What follows belongs to an exercise in optimizing a design on an open flow for small area, a short achievable clock period and few clock cycles; a production flow would make more cautious choices. Power is estimated from default activity; no workload was simulated.

// dark_pixel_centroid
module dark_pixel_centroid (
	input  logic        clk,
	input  logic        arst_n,
	input  logic        cfg_valid,
	output logic        cfg_ready,
	input  logic [2:0]  cfg_index,
	input  logic [16:0] cfg_data,
	input  logic        s_tvalid,
	output logic        s_tready,
	input  logic [7:0]  s_tdata,
	input  logic        s_tlast,
	output logic        m_tvalid,
	input  logic        m_tready,
	output logic [39:0] m_tdata,
	output logic        m_tuser
);
	logic [7:0]  cfg_wm1;                         
	logic [8:0]  cfg_xs1, cfg_xe1, cfg_ys1, cfg_ye1;   
	logic [7:0]  cfg_thr;
	logic [16:0] cfg_min, cfg_max;
	logic [8:0]  cfg_dec;
	assign cfg_ready = 1'b1;
	assign cfg_dec   = cfg_data[8:0] - 9'd1;
	always_ff @(posedge clk or negedge arst_n) begin
		if (!arst_n) begin
			cfg_wm1 <= 8'd95;
			cfg_thr <= 8'd85;
			cfg_xs1 <= 9'd9;
			cfg_xe1 <= 9'd85;
			cfg_ys1 <= 9'd9;
			cfg_ye1 <= 9'd85;
			cfg_min <= 17'd180;
			cfg_max <= 17'd3176;
		end else if (cfg_valid) begin
			case (cfg_index)
				3'd0: cfg_wm1 <= cfg_dec[8] ? {8{cfg_data[8]}} : cfg_dec[7:0];
				3'd1: cfg_thr <= cfg_data[7:0];
				3'd2: cfg_xs1 <= cfg_dec;
				3'd3: cfg_xe1 <= cfg_dec;
				3'd4: cfg_ys1 <= cfg_dec;
				3'd5: cfg_ye1 <= cfg_dec;
				3'd6: cfg_min <= cfg_data;
				3'd7: cfg_max <= cfg_data;
				default: ;
			endcase
		end
	end
	logic rdy_q, v0_q, div_q, vld_q, clr_q;
	logic last_q, w0_q;           
	logic lo_q, hi_q, swap_q, fin_q;
	logic clr, last;
	logic [7:0]  col_q, row_q;    
	logic        fs_q;            
	logic        xs_q, xe_q;      
	logic        ys_q, ye_q;      
  ...
Size in the first run: ~1300 cells after synthesis, about 200 flip-flops, roughly 78 I/O pins.
Settings: LEC_CHECK=0, CAP_MARGIN=20, CORE_MARGIN=2, CORE_UTILIZATION=40, SETUP_SLACK_MARGIN=2.7, SLEW_MARGIN=20; clock period 5.0 ns.
run.sh (not shown) runs the stock make flow with config.mk's settings and CLKGATE_MAP_FILE= SYNTH_SCRIPT=/design/flow/synth_recipe.tcl, a recipe that flattens the netlist after the stock synthesis.
Edit:
--- a/flow/design.v
+++ b/flow/design.v
@@ -68,20 +68,22 @@
 	logic [23:0] y_q;             
 	logic        cx_q, cy_q;      
 	logic        cd_q;            
 	logic        found_q, nf_q;
 	assign clr  = clr_q;
 	assign last = last_q;
 	logic       wrap, inc, eq_min, eq_max;
 	logic       xs_d, xe_d, ys_d, ye_d;
 	logic       xs_z, xe_z, ys_z, ye_z;
+	logic [23:0] xa, ya;
 	logic [8:0] sx_lo, sy_lo;
 	logic [16:0] sx_hi, sy_hi;
+	logic       force_x, force_y;
 	assign wrap = col_q == cfg_wm1;
 	assign xs_z = &cfg_xs1;
 	assign xe_z = &cfg_xe1;
 	assign ys_z = &cfg_ys1;
 	assign ye_z = &cfg_ye1;
 	always_comb begin
 		xs_d = xs_q;
 		xe_d = xe_q;
 		ys_d = ys_q;
@@ -102,22 +104,26 @@
 			end else begin
 				if ({1'b0, col_q} == cfg_xs1) xs_d = 1'b1;
 				if ({1'b0, col_q} == cfg_xe1) xe_d = 1'b1;
 			end
 		end
 	end
 	assign inc    = w0_q && !full_q;
 	assign eq_min = cnt_q == cfg_min;
 	assign eq_max = cnt_q == cfg_max;
-	assign sx_lo = {1'b0, x_q[7:0]} + {1'b0, col_q & {8{w0_q}}};
-	assign sy_lo = {1'b0, y_q[7:0]} + {1'b0, row_q & {8{w0_q}}};
-	assign sx_hi = {1'b0, x_q[23:8]} + {16'd0, cx_q};
-	assign sy_hi = {1'b0, y_q[23:8]} + {16'd0, cy_q};
+	assign xa      = x_q[23:0] & {24{!clr}};
+	assign ya      = y_q & {24{!clr}};
+	assign sx_lo   = {1'b0, xa[7:0]} + {1'b0, col_q & {8{w0_q}}};
+	assign sy_lo   = {1'b0, ya[7:0]} + {1'b0, row_q & {8{w0_q}}};
+	assign sx_hi   = {1'b0, xa[23:8]} + {16'd0, cx_q && !clr};
+	assign sy_hi   = {1'b0, ya[23:8]} + {16'd0, cy_q && !clr};
+	assign force_x = sx_hi[16] || (fin_q && (x_q[8] || !found_q));
+	assign force_y = sy_hi[16] || (fin_q && (y_q[8] || !found_q));
 	logic [11:0] lo;
 	logic [9:0]  hi;
 	logic        neg, found;
 	assign neg     = x_q[26];
 	assign lo      = {1'b0, x_q[17:8], 1'b1} + {1'b0, cnt_q[9:0] ^ {10{!neg}}, !neg};
 	assign hi      = {x_q[26:18], 1'b1} + {{2'b0, cnt_q[16:10]} ^ {9{!neg}}, cd_q};
 	assign found = nz_q && (min_q || eq_min) && !max_q;
 	always_ff @(posedge clk or negedge arst_n) begin
 		if (!arst_n) begin
@@ -164,54 +170,41 @@
 			col_q <= col_q + 8'd1;
 		end else if (v0_q) begin
 			if (wrap) begin
 				col_q <= '0;
 				if (row_q != 8'hff) row_q <= row_q + 8'd1;
 			end else begin
 				col_q <= col_q + 8'd1;
 			end
 		end
+		cnt_q <= (cnt_q & {17{!(clr || (fin_q && !found_q))}}) + {16'd0, inc};
 		if (clr) begin
-			cnt_q  <= '0;
 			full_q <= 1'b0;
 			nz_q   <= 1'b0;
 			min_q  <= 1'b0;
 			max_q  <= 1'b0;
-		end else if (fin_q) begin
-			if (!found_q) cnt_q <= '0;
 		end else if (inc) begin
-			cnt_q <= cnt_q + 17'd1;
 			nz_q  <= 1'b1;
 			if (cnt_q == 17'h1fffe) full_q <= 1'b1;
 			if (eq_min) min_q <= 1'b1;
 			if (eq_max) max_q <= 1'b1;
 		end
 		cx_q <= sx_lo[8];
 		cy_q <= sy_lo[8];
-		if (clr) begin
-			x_q  <= '0;
-			y_q  <= '0;
-			cx_q <= 1'b0;
-			cy_q <= 1'b0;
-		end else if (swap_q) begin
-			x_q <= {3'b0, y_q};
-			y_q <= {y_q[23:9], x_q[8:0]};
-		end else if (fin_q) begin
-			x_q[7:0] <= x_q[7:0] | {8{x_q[8] || !found_q}};
-			y_q[7:0] <= y_q[7:0] | {8{y_q[8] || !found_q}};
+		y_q  <= force_y ? 24'hffffff : {sy_hi[15:0], sy_lo[7:0]};
+		if (swap_q) begin
+			x_q      <= {3'b0, y_q};
+			y_q[8:0] <= x_q[8:0];
+		end else if (lo_q) begin
+			x_q[17:8] <= lo[10:1];
+			cd_q      <= lo[11];
+		end else if (hi_q) begin
+			x_q <= {hi[8:1], x_q[17:0], !hi[9]};
 		end else begin
-			y_q <= sy_hi[16] ? 24'hffffff : {sy_hi[15:0], sy_lo[7:0]};
-			if (lo_q) begin
-				x_q[17:8] <= lo[10:1];
-				cd_q      <= lo[11];
-			end else if (hi_q) begin
-				x_q <= {hi[8:1], x_q[17:0], !hi[9]};
-			end else begin
-				x_q <= {3'b0, sx_hi[16] ? 24'hffffff : {sx_hi[15:0], sx_lo[7:0]}};
-			end
+			x_q <= {3'b0, force_x ? 24'hffffff : {sx_hi[15:0], sx_lo[7:0]}};
 		end
 	end
 	assign s_tready = rdy_q;
 	assign m_tvalid = vld_q;
 	assign m_tuser  = found_q;
 	assign m_tdata  = {5'b0, cnt_q, nf_q, x_q[7:0], nf_q, y_q[7:0]};
 endmodule
Count of clock-buffer cells in the layout stays the same.
Wire length rose by 0.97%.
Hold slack is worse by 7.1 ps.
Final cell count fell by 3.3%.
Synthesized area fell by 0.80%.
Power fell by 2.0%.
Clock power stays flat.
Worst setup slack is worse by 4.0 ps.
Die area fell by 0.79%.
Global-route usage rose by 0.20 points.
Critical path depth is unchanged.
No run of this note included a check of the RTL's function; only the layout flow was run.

[static timing again, ports no longer ideal]
How much do the figures lean on ideal ports? The routed layouts below were timed once more, with nothing changed but the port constraints.
Step 1 assumes that a clkbuf_16 drives the clock port and a buf_2 every other input.
Step 2 adds t to the input delays and takes it off the output delays; t is the mean of the earliest and latest rising clock arrival at the registers after step 1. Input paths then give back, and output paths get back, about the clock's delay inside the block.
Slacks: ideal / step 1 / step 2; pairs: ideal / step 1.
run | shift t [ns] | setup slack, ns | slew at the worst register clock pin (ns)
the first run | 0.484 | 2.509 / 2.489 / 2.273 | 0.09 / 0.09
the second run | 0.493 | 2.505 / 2.505 / 2.240 | 0.09 / 0.09
After both steps every run listed still meets setup and hold. The setup slack of the second run, which loses most, moves by 0.000 ns with the drivers and by -0.265 ns with both steps.
